From an optimization exercise on the open Yosys and OpenROAD flow, aimed at small area; shortcuts taken in it are not production practice. The RTL was checked by simulation tests, not by an equivalence proof against the original design. No activity file was given, so power comes from the tool's default toggle rates.

==> module safe_cpu_wrapper, before the edit <==
module safe_cpu_wrapper (
  input  logic                                       clk_i,
  input  logic                                       rst_ni,
  input  safe_pkg::safe_mode_e                       mode_i,
  input  safe_pkg::hart_mask_t                       master_i,
  input  safe_pkg::hart_mask_t                       dmr_pair_i,
  input  safe_pkg::hart_mask_t                       wfi_hold_i,
  input  safe_pkg::hart_mask_t                       sleep_i,
  input  logic [safe_pkg::NHARTS-1:0][safe_pkg::REQ_WIDTH-1:0] core_instr_req_i,
  input  logic [safe_pkg::NHARTS-1:0][safe_pkg::REQ_WIDTH-1:0] core_data_req_i,
  input  logic [safe_pkg::NHARTS-1:0][safe_pkg::RSP_WIDTH-1:0] mem_instr_rsp_i,
  input  logic [safe_pkg::NHARTS-1:0][safe_pkg::RSP_WIDTH-1:0] mem_data_rsp_i,
  output safe_pkg::hart_mask_t                       sleep_o,
  output logic [safe_pkg::NHARTS-1:0][safe_pkg::RSP_WIDTH-1:0] core_instr_rsp_o,
  output logic [safe_pkg::NHARTS-1:0][safe_pkg::RSP_WIDTH-1:0] core_data_rsp_o,
  output logic [safe_pkg::NHARTS-1:0][safe_pkg::REQ_WIDTH-1:0] mem_instr_req_o,
  output logic [safe_pkg::NHARTS-1:0][safe_pkg::REQ_WIDTH-1:0] mem_data_req_o,
  output logic                                       tmr_error_o,
  output logic                                       dmr_error_o,
  output safe_pkg::hart_mask_t                       tmr_error_id_o
);
  localparam int unsigned NH = safe_pkg::NHARTS;
  localparam int unsigned RW = safe_pkg::REQ_WIDTH;
  localparam int unsigned SW = safe_pkg::RSP_WIDTH;
  localparam int unsigned DW = safe_pkg::DATA_WIDTH;
  safe_pkg::hart_mask_t master_q;
  safe_pkg::hart_mask_t sleep_q;
  always_ff @(posedge clk_i or negedge rst_ni) begin
    if (!rst_ni) begin
      master_q <= safe_pkg::hart_mask_t'(1);
    end else if (&sleep_i) begin
      master_q <= master_i;
    end
  end
  always_ff @(posedge clk_i or negedge rst_ni) begin
    if (!rst_ni) begin
      sleep_q <= '0;
    end else begin
      sleep_q <= sleep_i;
    end
  end
  assign sleep_o = sleep_q;
  logic tmr_mode, dmr_mode;
  assign tmr_mode = (mode_i == safe_pkg::MODE_TMR);
  assign dmr_mode = (mode_i == safe_pkg::MODE_DMR);
  safe_pkg::hart_mask_t m_oh, p_oh, pcand;
  assign m_oh[0] = master_q[0] | ~master_q[1] & ~master_q[2];
  assign m_oh[1] = ~master_q[0] & master_q[1];
  assign m_oh[2] = ~master_q[0] & ~master_q[1] & master_q[2];
  assign pcand   = dmr_pair_i & ~master_q;
  assign p_oh[0] = pcand[0] | ~pcand[1] & ~pcand[2];
  assign p_oh[1] = ~pcand[0] & pcand[1];
  assign p_oh[2] = ~pcand[0] & ~pcand[1] & pcand[2];
  logic [RW-1:0] maj_i, maj_d;
  logic [NH-1:0][RW-1:0] dis_i, dis_d;
  safe_pkg::hart_mask_t dissent;
  safe_pkg::hart_mask_t sel_vote, sel_own;
  assign maj_i = (core_instr_req_i[0] & core_instr_req_i[1]) |
                 (core_instr_req_i[0] & core_instr_req_i[2]) |
                 (core_instr_req_i[1] & core_instr_req_i[2]);
  assign maj_d = (core_data_req_i[0] & core_data_req_i[1]) |
                 (core_data_req_i[0] & core_data_req_i[2]) |
                 (core_data_req_i[1] & core_data_req_i[2]);
  for (genvar h = 0; h < NH; h++) begin : g_req
    assign dis_i[h]   = core_instr_req_i[h] ^ maj_i;
    assign dis_d[h]   = core_data_req_i[h] ^ maj_d;
    assign dissent[h] = (|dis_i[h]) | (|dis_d[h]);
    assign sel_vote[h] = tmr_mode & master_q[h];
    assign sel_own[h]  = ~tmr_mode & (~dmr_mode | master_q[h]);
    assign mem_instr_req_o[h] = ({RW{sel_vote[h]}} & maj_i) |
                                ({RW{sel_own[h]}} & core_instr_req_i[h]);
    assign mem_data_req_o[h]  = ({RW{sel_vote[h]}} & maj_d) |
                                ({RW{sel_own[h]}} & core_data_req_i[h]);
  end
  assign tmr_error_id_o = tmr_mode ? dissent : '0;
  assign tmr_error_o    = tmr_mode & (|dissent);
  assign dmr_error_o    = dmr_mode & (m_oh != p_oh) & (|((m_oh | p_oh) & dissent));
  logic [NH-1:0] iso_valid_i, iso_valid_d;   
  logic [NH-1:0] held_q;                     
  for (genvar h = 0; h < NH; h++) begin : g_rsp
    logic          to_m;
    logic [NH-1:0] sel;
    logic [SW-1:0] rt_i, rt_d;
    logic          pend_i, pend_d;
    assign to_m = tmr_mode | (dmr_mode & dmr_pair_i[h]);
    assign sel  = to_m ? m_oh : safe_pkg::hart_mask_t'(1 << h);
    assign rt_i = ({SW{sel[0]}} & mem_instr_rsp_i[0]) |
                  ({SW{sel[1]}} & mem_instr_rsp_i[1]) |
                  ({SW{sel[2]}} & mem_instr_rsp_i[2]);
    assign rt_d = ({SW{sel[0]}} & mem_data_rsp_i[0]) |
                  ({SW{sel[1]}} & mem_data_rsp_i[1]) |
                  ({SW{sel[2]}} & mem_data_rsp_i[2]);
    assign core_instr_rsp_o[h] = wfi_hold_i[h] ?
        {core_instr_req_i[h][RW-1], iso_valid_i[h], safe_pkg::WFI_INSTR} : rt_i;
    assign core_data_rsp_o[h]  = wfi_hold_i[h] ?
        {core_data_req_i[h][RW-1], iso_valid_d[h], {DW{1'b0}}} : rt_d;
    assign pend_i = iso_valid_i[h] & ~held_q[h];
    assign pend_d = iso_valid_d[h] & ~held_q[h];
    always_ff @(posedge clk_i or negedge rst_ni) begin
      if (!rst_ni) begin
        iso_valid_i[h] <= 1'b0;
        iso_valid_d[h] <= 1'b0;
        held_q[h]      <= 1'b0;
      end else begin
        held_q[h] <= wfi_hold_i[h];
        if (wfi_hold_i[h]) begin
          iso_valid_i[h] <= core_instr_req_i[h][RW-1];
          iso_valid_d[h] <= core_data_req_i[h][RW-1];
        end else begin
          iso_valid_i[h] <= (core_instr_req_i[h][RW-1] & rt_i[SW-1]) | (pend_i & ~rt_i[SW-2]);
          iso_valid_d[h] <= (core_data_req_i[h][RW-1] & rt_d[SW-1]) | (pend_d & ~rt_d[SW-2]);
        end
      end
    end
  end
endmodule
Settings: LEC_CHECK=0, CAP_MARGIN=20, CORE_AREA=10 10 440 440, DIE_AREA=0 0 450 450, SLEW_MARGIN=20; clock period 10.0 ns.
standard.sh (not shown) runs the stock make flow with config.mk's settings and CLKGATE_MAP_FILE= SYNTH_SCRIPT=/design/flow/synth_recipe.tcl, a recipe that flattens the netlist after the stock synthesis.
==> flow/flow/run.sh <==
#!/bin/bash
# Layout flow: the standard ORFS flow (standard.sh) with two changes.
#  - Synthesis runs flow/synth.tcl: synth_recipe.tcl unchanged except that ABC
#    maps with an area-oriented script (flow/abc_area_nf.script).
#  - The port buffers that buffer_ports inserts on every input and output are
#    sky130_fd_sc_hd__buf_1 cells.
# Each step's full output is in orfs/logs/; make's own output in flow_make.log.
set -euo pipefail
here=$(pwd)
bash standard.sh \
  "SYNTH_SCRIPT=$here/flow/synth.tcl" \
  "BUFFER_PORTS_ARGS=-buffer_cell sky130_fd_sc_hd__buf_1" \
  finish > "$here/flow_make.log" 2>&1
==> flow/flow/abc_area_nf.script <==
strash; &get -n; &st; &dch -f; &nf -a -R 1000; &put; topo
==> flow/flow/synth.tcl <==
# The standard synthesis (synth_recipe.tcl), with ORFS's ABC mapping script
# replaced by an area-oriented one (abc_area_nf.script beside this file).
set my_abc [file join [file dirname [file normalize [info script]]] abc_area_nf.script]
proc use_my_abc {args} {
  set i [lsearch -exact $::abc_args -script]
  if { $i >= 0 && [lindex $::abc_args [expr {$i + 1}]] ne $::my_abc } {
    lset ::abc_args [expr {$i + 1}] $::my_abc
  }
}
trace add variable ::abc_args write use_my_abc
proc synth {args} { yosys synth -nofsm -noshare {*}$args }
source $::env(SCRIPTS_DIR)/synth.tcl
# left out here: clear keep_hierarchy, flatten, clean up, hide names made inside functions, write 1_2_yosys.v
Rerun with:
--- a/flow/design.v
+++ b/flow/design.v
@@ -294,25 +294,31 @@
   assign tmr_error_o    = tmr_mode & (|dissent);
   assign dmr_error_o    = dmr_mode & (m_oh != p_oh) & (|((m_oh | p_oh) & dissent));
   logic [NH-1:0] iso_valid_i, iso_valid_d;   
   logic [NH-1:0] held_q;                     
+  logic [SW-1:0] rm_i, rm_d;
+  assign rm_i = ({SW{m_oh[0]}} & mem_instr_rsp_i[0]) |
+                ({SW{m_oh[1]}} & mem_instr_rsp_i[1]) |
+                ({SW{m_oh[2]}} & mem_instr_rsp_i[2]);
+  assign rm_d = ({SW{m_oh[0]}} & mem_data_rsp_i[0]) |
+                ({SW{m_oh[1]}} & mem_data_rsp_i[1]) |
+                ({SW{m_oh[2]}} & mem_data_rsp_i[2]);
   for (genvar h = 0; h < NH; h++) begin : g_rsp
-    logic          to_m;
-    logic [NH-1:0] sel;
+    logic          to_m, use_m, use_own;
     logic [SW-1:0] rt_i, rt_d;
+    logic [SW-1:0] iso_i, iso_d;
     logic          pend_i, pend_d;
-    assign to_m = tmr_mode | (dmr_mode & dmr_pair_i[h]);
-    assign sel  = to_m ? m_oh : safe_pkg::hart_mask_t'(1 << h);
-    assign rt_i = ({SW{sel[0]}} & mem_instr_rsp_i[0]) |
-                  ({SW{sel[1]}} & mem_instr_rsp_i[1]) |
-                  ({SW{sel[2]}} & mem_instr_rsp_i[2]);
-    assign rt_d = ({SW{sel[0]}} & mem_data_rsp_i[0]) |
-                  ({SW{sel[1]}} & mem_data_rsp_i[1]) |
-                  ({SW{sel[2]}} & mem_data_rsp_i[2]);
-    assign core_instr_rsp_o[h] = wfi_hold_i[h] ?
-        {core_instr_req_i[h][RW-1], iso_valid_i[h], safe_pkg::WFI_INSTR} : rt_i;
-    assign core_data_rsp_o[h]  = wfi_hold_i[h] ?
-        {core_data_req_i[h][RW-1], iso_valid_d[h], {DW{1'b0}}} : rt_d;
+    assign to_m    = tmr_mode | (dmr_mode & dmr_pair_i[h]);
+    assign use_m   = ~wfi_hold_i[h] & to_m;
+    assign use_own = ~wfi_hold_i[h] & ~to_m;
+    assign rt_i = to_m ? rm_i : mem_instr_rsp_i[h];
+    assign rt_d = to_m ? rm_d : mem_data_rsp_i[h];
+    assign iso_i = {core_instr_req_i[h][RW-1], iso_valid_i[h], safe_pkg::WFI_INSTR};
+    assign iso_d = {core_data_req_i[h][RW-1], iso_valid_d[h], {DW{1'b0}}};
+    assign core_instr_rsp_o[h] = ({SW{use_m}} & rm_i) | ({SW{use_own}} & mem_instr_rsp_i[h]) |
+                                 ({SW{wfi_hold_i[h]}} & iso_i);
+    assign core_data_rsp_o[h]  = ({SW{use_m}} & rm_d) | ({SW{use_own}} & mem_data_rsp_i[h]) |
+                                 ({SW{wfi_hold_i[h]}} & iso_d);
     assign pend_i = iso_valid_i[h] & ~held_q[h];
     assign pend_d = iso_valid_d[h] & ~held_q[h];
     always_ff @(posedge clk_i or negedge rst_ni) begin
       if (!rst_ni) begin
What happened: The new run produced a clean layout; sequential power came out higher slightly; count of clock-buffer cells in the layout stays the same; fmax fell by a few percent; worst hold slack improved by 0.0030 ns; die area is unchanged.

[re-timing with driven ports]
How much do the figures lean on ideal ports? The routed layouts below were timed once more, with nothing changed but the port constraints. Step 1 sets driving cells, clkbuf_16 on the clock port and buf_2 on the other inputs (assumed; they add their load-dependent delay and slew). Step 2 adds t to the input delays and takes it off the output delays; t is the mean of the earliest and latest rising clock arrival at the registers after step 1. Input paths then give back, and output paths get back, about the clock's delay inside the block. Three values: ideal ports, drivers, drivers and shift; two values: the first two.
run	t (ns)	setup slack, ns	worst data-port slew with drivers (ns)
the first run	0.345	1.640 / 1.607 / 1.607	0.42
the second run	0.357	1.019 / 0.991 / 0.991	0.40
After both steps setup and hold are still met in every run listed. For the first run, which loses most, drivers alone change the setup slack by -0.033 ns; drivers and shift together by -0.033 ns.
